From an optimization exercise on the open Yosys and OpenROAD flow, aimed at small area, a short achievable clock period and few clock cycles per item; shortcuts taken in it are not production practice.
At most, simulation tests tie the RTL to the original design; equivalence was not proved.
Power figures rest on the tool's default switching activity, not on a simulated workload.

==> module w4a8_gemm_top, before the edit <==
module w4a8_gemm_top (
  input  wire         ap_clk,
  input  wire         areset,
  input  wire         ap_start,
  input  wire         write_result,
  input  wire         a_req,
  input  wire  [31:0] a_data,
  input  wire         b_req,
  input  wire  [31:0] b_data,
  input  wire         out_ready,
  output wire         ap_idle,
  output wire         ap_done,
  output wire         ap_ready,
  output wire         a_ack,
  output wire         b_ack,
  output wire         out_valid,
  output wire  [31:0] out_data
);
  logic        run;        
  logic        done_q;
  logic        wr_q;
  logic        ack_a, ack_b;
  logic [1:0]  a_cnt;      
  logic        b_got;      
  logic [2:0]  cur;        
  logic [2:0]  sq;         
  logic [2:0]  pw;         
  logic        pv;         
  logic        ov;         
  logic [48-1:0] preg;
  logic [13:0] oreg;
  logic [31:0] areg;
  logic [15:0] bcur;
  logic [15:0] bnxt;
  logic [48-1:0] part;
  logic [13:0] dot;
  wire xfer    = ov & out_ready;
  function automatic logic ok(input logic [2:0] w);
    ok = run & wr_q & b_got & ~w[2] & (w[1] ? (a_cnt == 2'd2) : (a_cnt == 2'd1));
  endfunction
  wire ld_rdy  = run & wr_q & pv & (pw == cur);
  wire o_free  = ~ov | out_ready;
  wire load    = ld_rdy & o_free;
  wire [2:0] cur_p1 = cur + 3'd1;
  wire [2:0] cur_p2 = cur + 3'd2;
  wire [2:0] cur_n  = load ? cur_p1 : cur;
  wire sq_ok   = ok(sq);
  wire [2:0] sq_n0  = (sq_ok & (sq == cur))    ? cur_p1 : cur;
  wire [2:0] sq_n1  = (sq_ok & (sq == cur_p1)) ? cur_p2 : cur_p1;
  wire [2:0] sq_n   = load ? sq_n1 : sq_n0;
  wire a_free  = (a_cnt == 2'd0) | ((a_cnt == 2'd1) & (~wr_q | cur[1]));
  wire a_free1 = (a_cnt == 2'd1) & cur[0] & ld_rdy;
  wire take_a  = run & a_req & ~ack_a & (a_free | (a_free1 & o_free));
  wire take_b  = run & b_req & ~ack_b & ~b_got;
  wire b_swap  = run & (sq_n[0] ^ sq[0]);
  wire tiles   = (a_cnt == 2'd2) & ~ack_a & b_got & ~ack_b;
  wire fin     = run & tiles & (~wr_q | (cur[2] & (~ov | out_ready)));
  tile_mac_s1 mac_s1 (
    .a_row (areg),
    .b_row (bcur),
    .part  (part)
  );
  tile_mac_s2 mac_s2 (
    .part  (preg),
    .dot   (dot)
  );
  always_ff @(posedge ap_clk) begin
    if (areset) begin
      run    <= 1'b0;
      done_q <= 1'b0;
      wr_q   <= 1'b0;
      ack_a  <= 1'b0;
      ack_b  <= 1'b0;
      a_cnt  <= '0;
      b_got  <= 1'b0;
      cur    <= '0;
      sq     <= '0;
      pw     <= '0;
      pv     <= 1'b0;
      ov     <= 1'b0;
    end else begin
      done_q <= fin;
      if (~run) begin
        if (ap_start & ~done_q) begin
          run   <= 1'b1;
          wr_q  <= write_result;
          a_cnt <= '0;
          b_got <= 1'b0;
          cur   <= '0;
          sq    <= '0;
        end
      end else if (fin) begin
        run <= 1'b0;
      end
      if (take_a) begin
        ack_a <= 1'b1;
        a_cnt <= a_cnt + 2'd1;
      end else if (~a_req) begin
        ack_a <= 1'b0;
      end
      if (take_b) begin
        ack_b <= 1'b1;
        b_got <= 1'b1;
      end else if (~b_req) begin
        ack_b <= 1'b0;
      end
      if (run) begin
        cur  <= cur_n;
        sq   <= sq_n;
      end
      pw   <= sq;
      pv   <= sq_ok;
      if (load) begin
        ov   <= 1'b1;
      end else if (xfer) begin
        ov   <= 1'b0;
      end
    end
  end
  always_ff @(posedge ap_clk) begin
    if (take_a) areg <= a_data;
    if (take_b) begin
      bcur <= b_data[15:0];
      bnxt <= b_data[31:16];
    end else if (b_swap) begin
      bcur <= bnxt;
      bnxt <= bcur;
    end
    preg <= part;
    if (load)   oreg <= dot;
  end
  assign ap_idle   = ~run;
  assign ap_done   = done_q;
  assign ap_ready  = done_q;
  assign a_ack     = ack_a;
  assign b_ack     = ack_b;
  assign out_valid = ov;
  assign out_data  = {{18{oreg[13]}}, oreg};
endmodule
export LEC_CHECK = 0
export CAP_MARGIN = 20
export CORE_MARGIN = 2
export CORE_UTILIZATION = 50
export CTS_BUF_LIST = sky130_fd_sc_hd__clkbuf_4 sky130_fd_sc_hd__clkbuf_8
export GPL_TIMING_DRIVEN = 1
export SLEW_MARGIN = 20
create_clock -name core_clock -period 8.0 [get_ports {ap_clk}]
standard.sh (not shown) runs the stock make flow with config.mk's settings and CLKGATE_MAP_FILE= SYNTH_SCRIPT=/design/flow/synth_recipe.tcl, a recipe that flattens the netlist after the stock synthesis.
==> flow/flow/run.sh <==
#!/bin/bash
set -euo pipefail
D=$PWD
SETUP_MARGIN=${SETUP_MARGIN:-5}
bash standard.sh synth > synth.log 2>&1
make -C "$FLOW_HOME" DESIGN_CONFIG=$D/config.mk WORK_HOME=$D/orfs CLKGATE_MAP_FILE= \
  SYNTH_SCRIPT=$D/synth_recipe.tcl \
  BUFFER_PORTS_ARGS="-buffer_cell sky130_fd_sc_hd__buf_2" \
  CTS_ARGS="-sink_clustering_enable -repair_clock_nets -dont_use_dummy_load -buf_list {sky130_fd_sc_hd__clkbuf_4 sky130_fd_sc_hd__clkbuf_8}" \
  SETUP_SLACK_MARGIN=$SETUP_MARGIN finish > layout.log 2>&1
R=$D/orfs/results/sky130hd/w4a8_gemm_top/base
: # left out here: write the final layout as DEF
The starting point finished with timing, DRC and antenna clean.
Edit:
--- a/flow/design.v
+++ b/flow/design.v
@@ -290,12 +290,11 @@
   logic        pv;         
   logic        ov;         
   logic [48-1:0] preg;
   logic [13:0] oreg;
   logic [31:0] areg;
-  logic [15:0] bcur;
-  logic [15:0] bnxt;
+  logic [31:0] breg;
   logic [48-1:0] part;
   logic [13:0] dot;
   wire xfer    = ov & out_ready;
   function automatic logic ok(input logic [2:0] w);
     ok = run & wr_q & b_got & ~w[2] & (w[1] ? (a_cnt == 2'd2) : (a_cnt == 2'd1));
@@ -312,16 +311,15 @@
   wire [2:0] sq_n   = load ? sq_n1 : sq_n0;
   wire a_free  = (a_cnt == 2'd0) | ((a_cnt == 2'd1) & (~wr_q | cur[1]));
   wire a_free1 = (a_cnt == 2'd1) & cur[0] & ld_rdy;
   wire take_a  = run & a_req & ~ack_a & (a_free | (a_free1 & o_free));
   wire take_b  = run & b_req & ~ack_b & ~b_got;
-  wire b_swap  = run & (sq_n[0] ^ sq[0]);
   wire tiles   = (a_cnt == 2'd2) & ~ack_a & b_got & ~ack_b;
   wire fin     = run & tiles & (~wr_q | (cur[2] & (~ov | out_ready)));
   tile_mac_s1 mac_s1 (
     .a_row (areg),
-    .b_row (bcur),
+    .b_row (sq[0] ? breg[31:16] : breg[15:0]),
     .part  (part)
   );
   tile_mac_s2 mac_s2 (
     .part  (preg),
     .dot   (dot)
@@ -379,17 +377,11 @@
       end
     end
   end
   always_ff @(posedge ap_clk) begin
     if (take_a) areg <= a_data;
-    if (take_b) begin
-      bcur <= b_data[15:0];
-      bnxt <= b_data[31:16];
-    end else if (b_swap) begin
-      bcur <= bnxt;
-      bnxt <= bcur;
-    end
+    if (take_b) breg <= b_data;
     preg <= part;
     if (load)   oreg <= dot;
   end
   assign ap_idle   = ~run;
   assign ap_done   = done_q;
The new run passed the timing, DRC and antenna checks.
Via count came out lower by 13%.
Final cell count came out lower by 11%.
Hold slack improved by 0.028 ns.
Worst setup slack got worse by 0.023 ns.
Global-route usage came out higher by 0.28 points.
Critical path depth is unchanged.
Clock skew came out lower by 0.011 ns.
Flip-flop and latch count is unchanged.
Power came out lower by 3.0%.
Register-to-register slack got worse by 0.02 ns.
Testbench counts after the change, summed over its fixed seeds: cycles 31,250, jobs 3,200.
The RTL of the first run of this note was laid out without a check of its function.

========
T:
Another version of the RTL of w4a8_gemm_top (not shown whole).
For scale: about 830 cells after synthesis, about 110 I/O pins, about 8300 µm² of cells after synthesis.
==> module w4a8_gemm_top, before the edit <==
module w4a8_gemm_top (
  input  wire         ap_clk,
  input  wire         areset,
  input  wire         ap_start,
  input  wire         write_result,
  input  wire         a_req,
  input  wire  [31:0] a_data,
  input  wire         b_req,
  input  wire  [31:0] b_data,
  input  wire         out_ready,
  output wire         ap_idle,
  output wire         ap_done,
  output wire         ap_ready,
  output wire         a_ack,
  output wire         b_ack,
  output wire         out_valid,
  output wire  [31:0] out_data
);
  logic        run;        
  logic        done_q;
  logic        wr_q;
  logic        ack_a, ack_b;
  logic [1:0]  a_cnt;      
  logic        b_got;      
  logic [2:0]  cur;        
  logic [2:0]  sq;         
  logic [2:0]  pw;         
  logic        pv;         
  logic        ov;         
  logic [44-1:0] preg;
  logic [13:0] oreg;
  logic [31:0] areg;
  logic [31:0] breg;
  logic [44-1:0] part;
  logic [13:0] dot;
  wire xfer    = ov & out_ready;
  function automatic logic ok(input logic [2:0] w);
    ok = run & wr_q & b_got & ~w[2] & (w[1] ? (a_cnt == 2'd2) : (a_cnt == 2'd1));
  endfunction
  wire ld_rdy  = run & wr_q & pv & (pw == cur);
  wire o_free  = ~ov | out_ready;
  wire load    = ld_rdy & o_free;
  wire [2:0] cur_p1 = cur + 3'd1;
  wire [2:0] cur_p2 = cur + 3'd2;
  wire [2:0] cur_n  = load ? cur_p1 : cur;
  wire sq_ok   = ok(sq);
  wire [2:0] sq_n0  = (sq_ok & (sq == cur))    ? cur_p1 : cur;
  wire [2:0] sq_n1  = (sq_ok & (sq == cur_p1)) ? cur_p2 : cur_p1;
  wire [2:0] sq_n   = load ? sq_n1 : sq_n0;
  wire a_free  = (a_cnt == 2'd0) | ((a_cnt == 2'd1) & (~wr_q | cur[1]));
  wire a_free1 = (a_cnt == 2'd1) & cur[0] & ld_rdy;
  wire take_a  = run & a_req & ~ack_a & (a_free | (a_free1 & o_free));
  wire take_b  = run & b_req & ~ack_b & ~b_got;
  wire tiles   = (a_cnt == 2'd2) & ~ack_a & b_got & ~ack_b;
  wire fin     = run & tiles & (~wr_q | (cur[2] & (~ov | out_ready)));
  tile_mac_s1 mac_s1 (
    .a_row (areg),
    .b_row (sq[0] ? breg[31:16] : breg[15:0]),
    .part  (part)
  );
  tile_mac_s2 mac_s2 (
    .part  (preg),
    .dot   (dot)
  );
  always_ff @(posedge ap_clk) begin
    if (areset) begin
      run    <= 1'b0;
      done_q <= 1'b0;
      wr_q   <= 1'b0;
      ack_a  <= 1'b0;
      ack_b  <= 1'b0;
      a_cnt  <= '0;
      b_got  <= 1'b0;
      cur    <= '0;
      sq     <= '0;
      pw     <= '0;
      pv     <= 1'b0;
      ov     <= 1'b0;
    end else begin
      done_q <= fin;
      if (~run) begin
        if (ap_start & ~done_q) begin
          run   <= 1'b1;
          wr_q  <= write_result;
          a_cnt <= '0;
          b_got <= 1'b0;
          cur   <= '0;
          sq    <= '0;
        end
      end else if (fin) begin
        run <= 1'b0;
      end
      if (take_a) begin
        ack_a <= 1'b1;
        a_cnt <= a_cnt + 2'd1;
      end else if (~a_req) begin
        ack_a <= 1'b0;
      end
      if (take_b) begin
        ack_b <= 1'b1;
        b_got <= 1'b1;
      end else if (~b_req) begin
        ack_b <= 1'b0;
      end
      if (run) begin
        cur  <= cur_n;
        sq   <= sq_n;
      end
      pw   <= sq;
      pv   <= sq_ok;
      if (load) begin
        ov   <= 1'b1;
      end else if (xfer) begin
        ov   <= 1'b0;
      end
    end
  end
  always_ff @(posedge ap_clk) begin
    if (take_a) areg <= a_data;
    if (take_b) breg <= b_data;
    preg <= part;
    if (load)   oreg <= dot;
  end
  assign ap_idle   = ~run;
  assign ap_done   = done_q;
  assign ap_ready  = done_q;
  assign a_ack     = ack_a;
  assign b_ack     = ack_b;
  assign out_valid = ov;
  assign out_data  = {{18{oreg[13]}}, oreg};
endmodule
==> flow/config.mk <==
export PLATFORM = sky130hd
export DESIGN_NAME = w4a8_gemm_top
export DESIGN_NICKNAME = w4a8_gemm_top
export VERILOG_FILES = /design/flow/design.v
export SDC_FILE = /design/flow/constraint.sdc
export NUM_CORES = 4
export LEC_CHECK = 0
export ABC_AREA = 1
export CAP_MARGIN = 20
export CORE_MARGIN = 2
export CORE_UTILIZATION = 50
export CTS_BUF_LIST = sky130_fd_sc_hd__clkbuf_4 sky130_fd_sc_hd__clkbuf_8
export GPL_TIMING_DRIVEN = 1
export SLEW_MARGIN = 20
==> flow/constraint.sdc <==
create_clock -name core_clock -period 8.0 [get_ports {ap_clk}]
set_input_delay 1.6000 -clock core_clock [delete_from_list [all_inputs] [get_ports {ap_clk}]]
set_output_delay 1.6000 -clock core_clock [all_outputs]
set_load 0.01 [all_outputs]
Scripts as last shown in full above: flow/flow/run.sh
Testbench counts of T, summed over its fixed seeds: cycles 31,250, jobs 3,200.
Changes in R relative to T:
--- a/flow/design.v
+++ b/flow/design.v
@@ -291,6 +291,5 @@
   logic [2:0]  cur;        
   logic [2:0]  sq;         
-  logic [2:0]  pw;         
-  logic        pv;         
+  logic        phit;       
   logic        ov;         
   logic [44-1:0] preg;
@@ -304,5 +303,5 @@
     ok = run & wr_q & b_got & ~w[2] & (w[1] ? (a_cnt == 2'd2) : (a_cnt == 2'd1));
   endfunction
-  wire ld_rdy  = run & wr_q & pv & (pw == cur);
+  wire ld_rdy  = run & phit;
   wire o_free  = ~ov | out_ready;
   wire load    = ld_rdy & o_free;
@@ -311,6 +310,8 @@
   wire [2:0] cur_n  = load ? cur_p1 : cur;
   wire sq_ok   = ok(sq);
-  wire [2:0] sq_n0  = (sq_ok & (sq == cur))    ? cur_p1 : cur;
-  wire [2:0] sq_n1  = (sq_ok & (sq == cur_p1)) ? cur_p2 : cur_p1;
+  wire hit0    = sq_ok & (sq == cur);
+  wire hit1    = sq_ok & (sq == cur_p1);
+  wire [2:0] sq_n0  = hit0 ? cur_p1 : cur;
+  wire [2:0] sq_n1  = hit1 ? cur_p2 : cur_p1;
   wire [2:0] sq_n   = load ? sq_n1 : sq_n0;
   wire a_free  = (a_cnt == 2'd0) | ((a_cnt == 2'd1) & (~wr_q | cur[1]));
@@ -340,6 +341,5 @@
       cur    <= '0;
       sq     <= '0;
-      pw     <= '0;
-      pv     <= 1'b0;
+      phit   <= 1'b0;
       ov     <= 1'b0;
     end else begin
@@ -373,6 +373,5 @@
         sq   <= sq_n;
       end
-      pw   <= sq;
-      pv   <= sq_ok;
+      phit <= load ? hit1 : hit0;
       if (load) begin
         ov   <= 1'b1;
Results
- R: done, clean on timing, DRC and antenna
- Wire length after detailed routing, R vs T: up slightly
- Delta(required time of the critical path, R - T) < 0
- For T, the critical path launch point was sq[0], unlike R, where it was mac_s2.part[24].
- Looking only at maximum VDD drop, and setting everything else aside, the higher value of R and T goes to R.
- R against T: fmax did not really move, maximum number of pins on one net before global-route repair went up, design area went down, slack of the critical path did not really move.
- T → R: logic depth of the worst setup path including buffers went down 1; floorplan die area went down 2.5%; count of instances resized after the clock tree is built went up 1; global-route met2 utilization went up 2.6 points.
- Between R and T, fraction of the mapped netlist area in compound gates is higher for T, R comes in under that.
Testbench counts of R, summed over its fixed seeds: cycles 31,250, jobs 3,200.

========
Another version of the RTL of w4a8_gemm_top (not shown whole).
Size: roughly 760 cells after synthesis, roughly 110 I/O pins.
Settings: LEC_CHECK=0, CAP_MARGIN=20, CORE_MARGIN=2, CORE_UTILIZATION=50, CTS_BUF_LIST=sky130_fd_sc_hd__clkbuf_4 sky130_fd_sc_hd__clkbuf_8, GPL_TIMING_DRIVEN=1, SLEW_MARGIN=20; clock period 8.0 ns.
Scripts as last shown in full above: flow/flow/run.sh
Then changed:
--- a/flow/design.v
+++ b/flow/design.v
@@ -209,19 +209,15 @@
   wire c187 = (p93 & c175) | (c177 & (p93 ^ c175));
   wire s188 = s184 ^ c179;
   wire c189 = s184 & c179;
   wire s190 = 1'b1 ^ p23 ^ p47;
   wire c191 = (1'b1 & p23) | (p47 & (1'b1 ^ p23));
   wire s192 = p71 ^ p95 ^ c185;
   wire c193 = (p71 & p95) | (c185 & (p71 ^ p95));
-  wire s194 = s190 ^ c187;
-  wire c195 = s190 & c187;
-  wire s196 = 1'b1 ^ c191;
-  wire c197 = 1'b1 & c191;
-  assign part = {1'b1, c197, c195, c193, s196, s194, c189, s192, s188, c183, c181, s186, s182, c173, s180, c171, s172, c163, s170, c161, s162, c153, s160, c151, s152, c143, s150, c141, s142, s140, c133, s138, c123, s132, c121, s130, s122, s120, c111, c109, s110, s108, s102, s98};
+  assign part = {1'b1, c193, c191, 1'b1, c189, s192, c187, s190, s188, c183, c181, s186, s182, c173, s180, c171, s172, c163, s170, c161, s162, c153, s160, c151, s152, c143, s150, c141, s142, s140, c133, s138, c123, s132, c121, s130, s122, s120, c111, c109, s110, s108, s102, s98};
 endmodule
 module tile_mac_s2 (
   input  wire  [43:0] part,
   output wire  [13:0] dot
 );
   wire s0 = part[4] ^ part[5] ^ part[6];
   wire c1 = (part[4] & part[5]) | (part[6] & (part[4] ^ part[5]));
@@ -251,24 +247,22 @@
   wire c25 = (part[31] & c19) | (s22 & (part[31] ^ c19));
   wire s26 = part[32] ^ part[33] ^ part[34];
   wire c27 = (part[32] & part[33]) | (part[34] & (part[32] ^ part[33]));
   wire s28 = part[35] ^ c23 ^ s26;
   wire c29 = (part[35] & c23) | (s26 & (part[35] ^ c23));
   wire s30 = part[36] ^ part[37] ^ part[38];
   wire c31 = (part[36] & part[37]) | (part[38] & (part[36] ^ part[37]));
-  wire s32 = c27 ^ s30;
-  wire c33 = c27 & s30;
-  wire s34 = part[39] ^ part[40] ^ part[41];
-  wire c35 = (part[39] & part[40]) | (part[41] & (part[39] ^ part[40]));
+  wire s32 = part[39] ^ c27 ^ s30;
+  wire c33 = (part[39] & c27) | (s30 & (part[39] ^ c27));
+  wire s34 = part[40] ^ part[41] ^ part[42];
+  wire c35 = (part[40] & part[41]) | (part[42] & (part[40] ^ part[41]));
   wire s36 = c31 ^ s34;
   wire c37 = c31 & s34;
-  wire s38 = part[42] ^ c35;
-  wire c39 = part[42] & c35;
-  wire [13:0] row_x = {part[43], c37, c33, s32, c25, c21, c17, c13, c9, c5, s2, part[7], part[2], part[0]};
-  wire [13:0] row_y = {c39, s38, s36, c29, s28, s24, s20, s16, s12, s8, s4, s0, part[3], part[1]};
+  wire [13:0] row_x = {part[43], c35, s36, c29, c25, c21, c17, c13, c9, c5, s2, part[7], part[2], part[0]};
+  wire [13:0] row_y = {1'b0, c37, c33, s32, s28, s24, s20, s16, s12, s8, s4, s0, part[3], part[1]};
   assign dot = row_x + row_y;
 endmodule
 `default_nettype wire
 `timescale 1ns/1ps
 `default_nettype none
 module w4a8_gemm_top (
   input  wire         ap_clk,
@@ -292,36 +286,37 @@
   logic        done_q;
   logic        wr_q;
   logic        ack_a, ack_b;
   logic [1:0]  a_cnt;      
   logic        b_got;      
   logic [2:0]  cur;        
   logic [2:0]  sq;         
-  logic [2:0]  pw;         
-  logic        pv;         
+  logic        phit;       
   logic        ov;         
   logic [44-1:0] preg;
   logic [13:0] oreg;
   logic [31:0] areg;
   logic [31:0] breg;
   logic [44-1:0] part;
   logic [13:0] dot;
   wire xfer    = ov & out_ready;
   function automatic logic ok(input logic [2:0] w);
     ok = run & wr_q & b_got & ~w[2] & (w[1] ? (a_cnt == 2'd2) : (a_cnt == 2'd1));
   endfunction
-  wire ld_rdy  = run & wr_q & pv & (pw == cur);
+  wire ld_rdy  = run & phit;
   wire o_free  = ~ov | out_ready;
   wire load    = ld_rdy & o_free;
   wire [2:0] cur_p1 = cur + 3'd1;
   wire [2:0] cur_p2 = cur + 3'd2;
   wire [2:0] cur_n  = load ? cur_p1 : cur;
   wire sq_ok   = ok(sq);
-  wire [2:0] sq_n0  = (sq_ok & (sq == cur))    ? cur_p1 : cur;
-  wire [2:0] sq_n1  = (sq_ok & (sq == cur_p1)) ? cur_p2 : cur_p1;
+  wire hit0    = sq_ok & (sq == cur);
+  wire hit1    = sq_ok & (sq == cur_p1);
+  wire [2:0] sq_n0  = hit0 ? cur_p1 : cur;
+  wire [2:0] sq_n1  = hit1 ? cur_p2 : cur_p1;
   wire [2:0] sq_n   = load ? sq_n1 : sq_n0;
   wire a_free  = (a_cnt == 2'd0) | ((a_cnt == 2'd1) & (~wr_q | cur[1]));
   wire a_free1 = (a_cnt == 2'd1) & cur[0] & ld_rdy;
   wire take_a  = run & a_req & ~ack_a & (a_free | (a_free1 & o_free));
   wire take_b  = run & b_req & ~ack_b & ~b_got;
   wire tiles   = (a_cnt == 2'd2) & ~ack_a & b_got & ~ack_b;
   wire fin     = run & tiles & (~wr_q | (cur[2] & (~ov | out_ready)));
@@ -341,16 +336,15 @@
       wr_q   <= 1'b0;
       ack_a  <= 1'b0;
       ack_b  <= 1'b0;
       a_cnt  <= '0;
       b_got  <= 1'b0;
       cur    <= '0;
       sq     <= '0;
-      pw     <= '0;
-      pv     <= 1'b0;
+      phit   <= 1'b0;
       ov     <= 1'b0;
     end else begin
       done_q <= fin;
       if (~run) begin
         if (ap_start & ~done_q) begin
           run   <= 1'b1;
           wr_q  <= write_result;
@@ -374,16 +368,15 @@
       end else if (~b_req) begin
         ack_b <= 1'b0;
       end
       if (run) begin
         cur  <= cur_n;
         sq   <= sq_n;
       end
-      pw   <= sq;
-      pv   <= sq_ok;
+      phit <= load ? hit1 : hit0;
       if (load) begin
         ov   <= 1'b1;
       end else if (xfer) begin
         ov   <= 1'b0;
       end
     end
   end
- global-route usage rose by 0.45 points
- design area went down by about 3.5%
- synthesized area went down by 5.8%
- non-clock buffer count stays the same
- total power came out lower by 13%
- via count goes down by 3.8%
- worst setup slack improves by 0.11 ns
Testbench counts after the change, summed over its fixed seeds: cycles 31,250, jobs 3,200.
No functional check of the RTL was part of the first run of this note.

-- re-timing with driven ports --
The flow's constraints put no driver on any port. The routed layouts listed below were extracted and timed again, unchanged, in two steps. Step 1 sets driving cells, clkbuf_16 on the clock port and buf_2 on the other inputs (assumed; they add their load-dependent delay and slew). Step 2 moves the port delays by t, midway between the first and last clock arrival at a register: inputs arrive t later, outputs are due t later. That takes back most of the time a late clock gives input paths. Slacks: ideal / step 1 / step 2; pairs: ideal / step 1.
run	t, ns	setup slack, ns	latest minus earliest clock arrival (ns)	worst register clock-pin slew, ns
the first run of note 1	0.483	5.013 / 5.013 / 4.591	0.033 / 0.033	0.09 / 0.09
the second run of note 1	0.468	4.990 / 4.990 / 4.885	0.027 / 0.027	0.08 / 0.08
T	0.477	5.102 / 5.102 / 4.662	0.030 / 0.030	0.08 / 0.08
R	0.476	5.103 / 5.103 / 4.741	0.024 / 0.023	0.08 / 0.08
the first run of note 3	0.484	4.930 / 4.930 / 4.641	0.035 / 0.035	0.09 / 0.09
the second run of note 3	0.475	5.040 / 5.040 / 4.683	0.032 / 0.032	0.09 / 0.09
After both steps setup and hold are still met in every run listed. For T, which loses most, drivers alone change the setup slack by 0.000 ns; drivers and shift together by -0.440 ns.
